Source: an optimization exercise on an open RTL-to-GDS flow (aim: small area, a short achievable clock period and few clock cycles per item). Production flows keep margins and buffers that such runs may drop.
Only simulation tests tie the RTL to the original design; equivalence was not proved.
Power and IR drop assume default switching activity.

==> flow/design.v <==
package deq_pkg;
	localparam logic [2:0] CMD_PUSH_BACK  = 3'd0;
	localparam logic [2:0] CMD_PUSH_FRONT = 3'd1;
	localparam logic [2:0] CMD_POP_FRONT  = 3'd2;
	localparam logic [2:0] CMD_POP_BACK   = 3'd3;
	localparam logic [2:0] CMD_DUMP       = 3'd4;
	localparam logic [1:0] STAT_OK    = 2'd0;
	localparam logic [1:0] STAT_FULL  = 2'd1;
	localparam logic [1:0] STAT_EMPTY = 2'd2;
	localparam int VALUE_W = 32;
	typedef logic [4:0] fill_t;
	typedef struct packed {
		logic [2:0]                cmd;
		logic signed [VALUE_W-1:0] item_value;
	} in_item_t;
	typedef struct packed {
		logic signed [VALUE_W-1:0] out_value;
		logic [1:0]                status;
		logic                      last_of_run;
		fill_t                     fill_count;
	} out_item_t;
endpackage
module deq_ram #(
	parameter int WIDTH = 32,
	parameter int DEPTH = 16
) (
	input  logic                     clk,
	input  logic                     we,
	input  logic [$clog2(DEPTH)-1:0] waddr,
	input  logic [WIDTH-1:0]         wdata,
	input  logic                     re,
	input  logic [$clog2(DEPTH)-1:0] raddr,
	output logic [WIDTH-1:0]         rdata
);
	logic [WIDTH-1:0] mem_q [DEPTH];
	always_ff @(posedge clk) begin
		if (we) begin
			mem_q[waddr] <= wdata;
		end
	end
	always_ff @(posedge clk) begin
		if (re) begin
			rdata <= mem_q[raddr];
		end
	end
endmodule
module deq_ctrl #(
	parameter int DEPTH = 16
) (
	input  logic                           clk,
	input  logic                           arst_n,
	input  logic                           cmd_valid,
	output logic                           cmd_stall,
	input  deq_pkg::in_item_t              cmd_item,
	output logic                           rslt_valid,
	input  logic                           rslt_ready,
	output deq_pkg::out_item_t             rslt,
	output logic                           ram_we,
	output logic [$clog2(DEPTH)-1:0]       ram_waddr,
	output logic [deq_pkg::VALUE_W-1:0]    ram_wdata,
	output logic                           ram_re,
	output logic [$clog2(DEPTH)-1:0]       ram_raddr,
	input  logic [deq_pkg::VALUE_W-1:0]    ram_rdata
);
	localparam int IDX_W = $clog2(DEPTH);
	localparam int CNT_W = $clog2(DEPTH + 1);
	localparam logic [IDX_W-1:0] LAST_IDX = DEPTH - 1;
	localparam logic [CNT_W-1:0] CNT_FULL = DEPTH;
	localparam logic [CNT_W-1:0] CNT_ONE  = 1;
	typedef enum logic {
		S_IDLE,
		S_EMIT
	} state_t;
	state_t           state_q, state_d;
	logic [IDX_W-1:0] front_q, front_d;
	logic [IDX_W-1:0] back_q, back_d;
	logic [CNT_W-1:0] cnt_q, cnt_d;
	logic [CNT_W-1:0] left_q, left_d;
	logic [IDX_W-1:0] rd_idx_q, rd_idx_d;
	logic             accept;
	logic             full;
	logic             empty;
	function automatic logic [IDX_W-1:0] wrap_inc(input logic [IDX_W-1:0] i);
		if (i == LAST_IDX) wrap_inc = '0;
		else wrap_inc = i + 1'b1;
	endfunction
	function automatic logic [IDX_W-1:0] wrap_dec(input logic [IDX_W-1:0] i);
		if (i == '0) wrap_dec = LAST_IDX;
		else wrap_dec = i - 1'b1;
	endfunction
	assign full      = (cnt_q == CNT_FULL);
	assign empty     = (cnt_q == '0);
	assign cmd_stall = (state_q != S_IDLE) || !rslt_ready;
	assign accept    = cmd_valid && !cmd_stall;
	always_comb begin
		state_d          = state_q;
		front_d          = front_q;
		back_d           = back_q;
		cnt_d            = cnt_q;
		left_d           = left_q;
		rd_idx_d         = rd_idx_q;
		ram_we           = 1'b0;
		ram_waddr        = back_q;
		ram_wdata        = cmd_item.item_value;
		ram_re           = 1'b0;
		ram_raddr        = front_q;
		rslt_valid       = 1'b0;
		rslt.out_value   = '0;
		rslt.status      = deq_pkg::STAT_OK;
		rslt.last_of_run = 1'b1;
		rslt.fill_count  = deq_pkg::fill_t'(cnt_q);
		case (state_q)
			S_IDLE: begin
				if (accept) begin
					case (cmd_item.cmd)
						deq_pkg::CMD_PUSH_BACK, deq_pkg::CMD_PUSH_FRONT: begin
							rslt_valid = 1'b1;
							if (full) begin
								rslt.status = deq_pkg::STAT_FULL;
							end else begin
								ram_we = 1'b1;
								if (cmd_item.cmd == deq_pkg::CMD_PUSH_BACK) begin
									ram_waddr = back_q;
									back_d    = wrap_inc(back_q);
								end else begin
									ram_waddr = wrap_dec(front_q);
									front_d   = wrap_dec(front_q);
								end
								cnt_d           = cnt_q + 1'b1;
								rslt.fill_count = deq_pkg::fill_t'(cnt_q + 1'b1);
							end
						end
						deq_pkg::CMD_POP_FRONT, deq_pkg::CMD_POP_BACK: begin
							if (empty) begin
								rslt_valid  = 1'b1;
								rslt.status = deq_pkg::STAT_EMPTY;
							end else begin
								ram_re = 1'b1;
								if (cmd_item.cmd == deq_pkg::CMD_POP_FRONT) begin
									ram_raddr = front_q;
									front_d   = wrap_inc(front_q);
								end else begin
									ram_raddr = wrap_dec(back_q);
									back_d    = wrap_dec(back_q);
								end
								cnt_d   = cnt_q - 1'b1;
								left_d  = CNT_ONE;
								state_d = S_EMIT;
							end
						end
						deq_pkg::CMD_DUMP: begin
							if (empty) begin
								rslt_valid  = 1'b1;
								rslt.status = deq_pkg::STAT_EMPTY;
							end else begin
								ram_re    = 1'b1;
								ram_raddr = front_q;
								rd_idx_d  = wrap_inc(front_q);
								left_d    = cnt_q;
								state_d   = S_EMIT;
							end
						end
						default: begin
						end
					endcase
				end
			end
			S_EMIT: begin
				rslt_valid       = 1'b1;
				rslt.out_value   = ram_rdata;
				rslt.last_of_run = (left_q == CNT_ONE);
				if (rslt_ready) begin
					if (left_q == CNT_ONE) begin
						state_d = S_IDLE;
					end else begin
						ram_re    = 1'b1;
						ram_raddr = rd_idx_q;
						rd_idx_d  = wrap_inc(rd_idx_q);
						left_d    = left_q - 1'b1;
					end
				end
			end
			default: begin
				state_d = S_IDLE;
			end
		endcase
	end
	always_ff @(posedge clk or negedge arst_n) begin
		if (!arst_n) begin
			state_q  <= S_IDLE;
			front_q  <= '0;
			back_q   <= '0;
			cnt_q    <= '0;
			left_q   <= '0;
			rd_idx_q <= '0;
		end else begin
			state_q  <= state_d;
			front_q  <= front_d;
			back_q   <= back_d;
			cnt_q    <= cnt_d;
			left_q   <= left_d;
			rd_idx_q <= rd_idx_d;
		end
	end
endmodule
module double_ended_queue_core #(
	parameter int DEPTH = 16
) (
	input  logic               clk,
	input  logic               arst_n,
	input  logic               cmd_valid,
	output logic               cmd_stall,
	input  deq_pkg::in_item_t  cmd_item,
	output logic               res_valid,
	input  logic               res_stall,
	output deq_pkg::out_item_t res_item
);
	localparam int IDX_W = $clog2(DEPTH);
	logic                         rslt_valid;
	logic                         rslt_ready;
	deq_pkg::out_item_t           rslt;
	logic                         ram_we;
	logic [IDX_W-1:0]             ram_waddr;
	logic [deq_pkg::VALUE_W-1:0]  ram_wdata;
	logic                         ram_re;
	logic [IDX_W-1:0]             ram_raddr;
	logic [deq_pkg::VALUE_W-1:0]  ram_rdata;
	logic                         res_valid_q;
	deq_pkg::out_item_t           res_item_q;
	deq_ctrl #(
		.DEPTH (DEPTH)
	) u_ctrl (
		.clk        (clk),
		.arst_n     (arst_n),
		.cmd_valid  (cmd_valid),
		.cmd_stall  (cmd_stall),
		.cmd_item   (cmd_item),
		.rslt_valid (rslt_valid),
		.rslt_ready (rslt_ready),
		.rslt       (rslt),
		.ram_we     (ram_we),
		.ram_waddr  (ram_waddr),
		.ram_wdata  (ram_wdata),
		.ram_re     (ram_re),
		.ram_raddr  (ram_raddr),
		.ram_rdata  (ram_rdata)
	);
	deq_ram #(
		.WIDTH (deq_pkg::VALUE_W),
		.DEPTH (DEPTH)
	) u_ram (
		.clk   (clk),
		.we    (ram_we),
		.waddr (ram_waddr),
		.wdata (ram_wdata),
		.re    (ram_re),
		.raddr (ram_raddr),
		.rdata (ram_rdata)
	);
	assign rslt_ready = !res_valid_q || !res_stall;
	always_ff @(posedge clk or negedge arst_n) begin
		if (!arst_n) begin
			res_valid_q <= 1'b0;
		end else if (rslt_ready) begin
			res_valid_q <= rslt_valid;
		end
	end
	always_ff @(posedge clk) begin
		if (rslt_ready && rslt_valid) begin
			res_item_q <= rslt;
		end
	end
	assign res_valid = res_valid_q;
	assign res_item  = res_item_q;
endmodule
module deq_top (
	input  logic        clk,
	input  logic        arst_n,
	input  logic        cmd_valid,
	output logic        cmd_stall,
	input  logic [34:0] cmd_item,
	output logic        res_valid,
	input  logic        res_stall,
	output logic [39:0] res_item
);
	deq_pkg::in_item_t  cmd_s;
	deq_pkg::out_item_t res_s;
	assign cmd_s    = cmd_item;
	assign res_item = res_s;
	double_ended_queue_core #(
		.DEPTH (16)
	) u_core (
		.clk       (clk),
		.arst_n    (arst_n),
		.cmd_valid (cmd_valid),
		.cmd_stall (cmd_stall),
		.cmd_item  (cmd_s),
		.res_valid (res_valid),
		.res_stall (res_stall),
		.res_item  (res_s)
	);
endmodule
==> flow/run.sh <==
#!/bin/bash
# synth_recipe.tcl (not shown) runs the flow's synth.tcl, then flattens the netlist and writes it again
# the make line also repeats each setting of config.mk as NAME=value (left out here)
make -C /OpenROAD-flow-scripts/flow DESIGN_CONFIG=/design/flow/config.mk WORK_HOME=/design/flow/orfs CLKGATE_MAP_FILE= SYNTH_SCRIPT=/design/flow/synth_recipe.tcl finish
==> flow/config.mk <==
export PLATFORM = sky130hd
export DESIGN_NAME = deq_top
export DESIGN_NICKNAME = deq_top
export VERILOG_FILES = /design/flow/design.v
export SDC_FILE = /design/flow/constraint.sdc
export NUM_CORES = 4
export LEC_CHECK = 0
export CAP_MARGIN = 20
export CORE_MARGIN = 2
export CORE_UTILIZATION = 40
export SLEW_MARGIN = 20
==> flow/constraint.sdc <==
create_clock -name core_clock -period 4.0 [get_ports {clk}]
set_input_delay 0.8000 -clock core_clock [delete_from_list [all_inputs] [get_ports {clk}]]
set_output_delay 0.8000 -clock core_clock [all_outputs]
set_load 0.01 [all_outputs]
==> results_dict.tcl <==
set metrics [dict create \
    status "timing/DRC/antenna clean" \
    fin_crit_sh_pct 94.7 \
    cap_viol_max_count 0 \
    post-cts-setup-buffers 0 \
    slew_headroom_pct 31.9 \
    path_clk_slew_ps 60 \
    tightest_slew_ps 1020 \
    vias 15862 \
    clockRootBuffer "clkbuf_16" \
    antenna_found_initial 1 \
    required_ps 4320 \
    p_sw_mw 8.56 \
    path_max_fanout 25 \
    numCtsBuffers 66 \
    ff2ff_path_depth 12 \
    ir_worst_vdd_mv 0.487 \
    pin_count 81 \
    yosysSeqAreaShare_pct 72.9 \
    gp_congestion 0.846 \
    skew_ps 25.9 \
    syn_area_mm2 0.0249 \
    yosysMostFrequentCell "edfxtp_1" \
    rsz0062_at_grt "false" \
    ant_nets 0 \
    post-dp-hpwl_um 36400 \
    netlist_top_cells_area "edfxtp_1, nand3_1, a21oi_1, dfrtp_1, o21ai_0" \
    ys_ff_latch 608 \
    coreArea_mm2 0.0616 \
    clockPowerShare_pct 25.2 \
    numClockSinks 608 \
    syn_area_per_cell_um2 14.3 \
    period_needed_ps 3790 \
    grt_pass1_vias 15548 \
    grt_use_total_pct 20.1 \
    routed_wl_um 64100 \
    seq_power_share_pct 34.9 \
    area_delta_synth_final_pct 19.7 \
    power_frac_comb_pct 39.9 \
    cts_tree "built" \
    dieArea_mm2 0.0642 \
    grt_start_max_net_pins 65 \
    worst-setup-path-type "flip-flop to flip-flop" \
    synthArstFlopShare_pct 3.95 \
    crit_arrival_ps 4110 \
    seq_area_mm2 0.0181 \
    num_rows 91 \
    drv_slew 0 \
    nNetsFinal 1908 \
    grt_overflow 0 \
    post-route-util_pct 48.4 \
    setup_viol 0 \
    die_w_um 253 \
    grt_pass1_wl_um 97400 \
    cts_resized 0 \
    multiInputGateArea_mm2 0.00637 \
    ys_warn_count 3 \
    synth_area_leader_cell "edfxtp_1" \
    cts.path.max_buffers 3 \
    synth_common_cells "edfxtp_1, nand3_1, a21oi_1, o21ai_0, clkbuf_1" \
    synth_top_area_share_pct 70.5 \
    layout_setup_ws_ps 213 \
    synthCells 1738 \
    fmax_ghz 0.264 \
    postCtsHoldBufs 0 \
    drcViolationCount 0 \
    hold_viol_final 0 \
    leakagePower_nw 10.1 \
    place_ws_ps -6.16 \
    drtIter0Drc 1420 \
    synth_fp_nets 1787 \
    antenna_cells 0 \
    powerDensity_mw_per_mm2 792 \
    clk_latency_ps 600 \
    synth_cell_types 55 \
    wl_per_cell_um 23.3 \
    hold_class "flip-flop to flip-flop" \
    synth_flop_cell "edfxtp_1" \
    die_h_um 253 \
    drtPass1Iterations 7 \
    whs_path_depth 1 \
    h-tree-depth 3 \
    synth_edf_count 584 \
    critPathLaunchType "flip-flop" \
    crit_path_end_kind "flip-flop" \
    p_sw_share_pct 36.3 \
    vias_per_cell 5.77 \
    port_buffers 80 \
    power.internal_mw 15.0 \
    fillers 5224 \
    start_util_pct 40.4 \
    drive_above_1_share_pct 12.7 \
]
[final cells by class]
| type | count | area share, % |
|---|---|---|
| clock inverters | 37 | 1.04 |
| well taps | 837 | 3.51 |
| multi-input cells | 974 | 21.4 |
| clock buffers | 82 | 6.03 |
| repair buffers | 193 | 6.96 |
| flip-flops and latches | 608 | 60.9 |
| inverters | 16 | 0.206 |
[worst max-delay path, cell delays in order, from the launching register on]
cell      delay, ps
dfrtp_1         370
inv_1           140
ha_1            250
or4b_1          600
and4_4          260
buf_4           150
a311o_2         370
and2_4          280
buf_12          210
buf_12          160
a211o_1         240
a32oi_1         310
o211ai_1        140
[layout by cell type (no fill, tap or decap), drive strengths merged, types with 32 or more instances in the layout]
cell type / netlist / layout
o21ai: 120 / 120
a211o: 64 / 64
a22o: 32 / 32
buf: 33 / 113
a21oi: 122 / 122
o211ai: 32 / 32
mux2i: 38 / 38
edfxtp: 584 / 584
a32oi: 64 / 64
nand3: 137 / 137
clkbuf: 107 / 82
a211oi: 37 / 37
nand2: 101 / 101
and2: 35 / 35
and3: 70 / 70
clkdlybuf4s50: 0 / 80
[flip-flops by register name (all words and copies together), names as in the netlist, 4 cells and up]
name / count
u_core.u_ram.rdata: 32
u_core.u_ctrl.left_q: 5
u_core.u_ctrl.front_q: 4
u_core.u_ctrl.rd_idx_q: 4
u_core.u_ctrl.cnt_q: 5
u_core.res_item_q: 40
u_core.u_ram.mem_q: 512
u_core.u_ctrl.back_q: 4
[kinds of logic (layout without fill, tap and decap cells)]
group           Yosys count  count (layout)  synth area share, %
flops                   608             608                 72.9
buf+inv                 156             328                 2.62
mux                      39              39                 1.59
fa+ha+maj                10              10                0.503
simple gates            408             408                 8.34
xor+xnor                 15              15                0.528
compound gates          502             502                 13.6
[path summary, 6_finish.rpt]
kind,start,slack (ps),end
max in group asynchronous,arst_n,3140,u_core.u_ctrl.state_q
worst min register to register,u_core.u_ram.rdata[7],520,u_core.res_item_q[15]
worst max register to register,u_core.u_ctrl.cnt_q[0],210,u_core.u_ram.rdata[16]
worst max-delay path,u_core.u_ctrl.cnt_q[0],210,u_core.u_ram.rdata[16]
worst min-delay path,u_core.u_ram.rdata[7],520,u_core.res_item_q[15]
min in group asynchronous,arst_n,580,u_core.u_ctrl.rd_idx_q[1]
[power groups by stage]
stage               registers, mW  logic (mW)  clock network [mW]
floorplan                    8.31        5.74                   0
global placement             8.38        9.32                   0
detailed placement           8.38        9.42                   0
CTS                          8.26        9.47                6.06
global route                 8.31        10.2                6.30
finish                       8.25        9.41                5.95
[per-stage QoR]
stage,cell area [um2],setup TNS (ps),power (mW),cells,hold WS (ps)
finish,29800,0,23.6,2747,520
global placement,27700,0,17.7,2628,514
CTS,29800,0,23.8,2747,524
global route,29800,0,24.8,2747,546
floorplan,25000,-80370,14.1,1738,489
detailed placement,27700,-73.8,17.8,2628,513
[per-layer routing]
metal	vias up	share of wire [%]	GRT usage (%)
met2	568	48	32.1
met3	93	6.0	3.04
met1	8073	44	28.1
met4	0	2.3	6.81
li1	7128	-	-
met5	-	0	0
Testbench counts, summed over its fixed seeds: cycles 49,863, items 24,000.

-- static timing again, ports no longer ideal --
The flow's constraints put no driver on any port. The routed layout listed below was extracted and timed again, unchanged, in two steps.
Step 1: set_driving_cell puts a clkbuf_16 on clk and a buf_2 on each other input, an assumption about the parent block.
Step 2, shift: input delay + t, output delay - t, t = (earliest + latest rising clock arrival at the registers) / 2. This alone moves slack from input paths to output paths.
Slacks: ideal / step 1 / step 2; pairs: ideal / step 1.
t, ns: 0.653
setup slack, ns: 0.213 / 0.213 / -0.042
hold slack, ns: 0.520 / 0.520 / 0.520
With both steps, setup timing fails in this run, where it was met with ideal ports. The setup slack of this run moves by 0.000 ns with the drivers and by -0.255 ns with both steps.
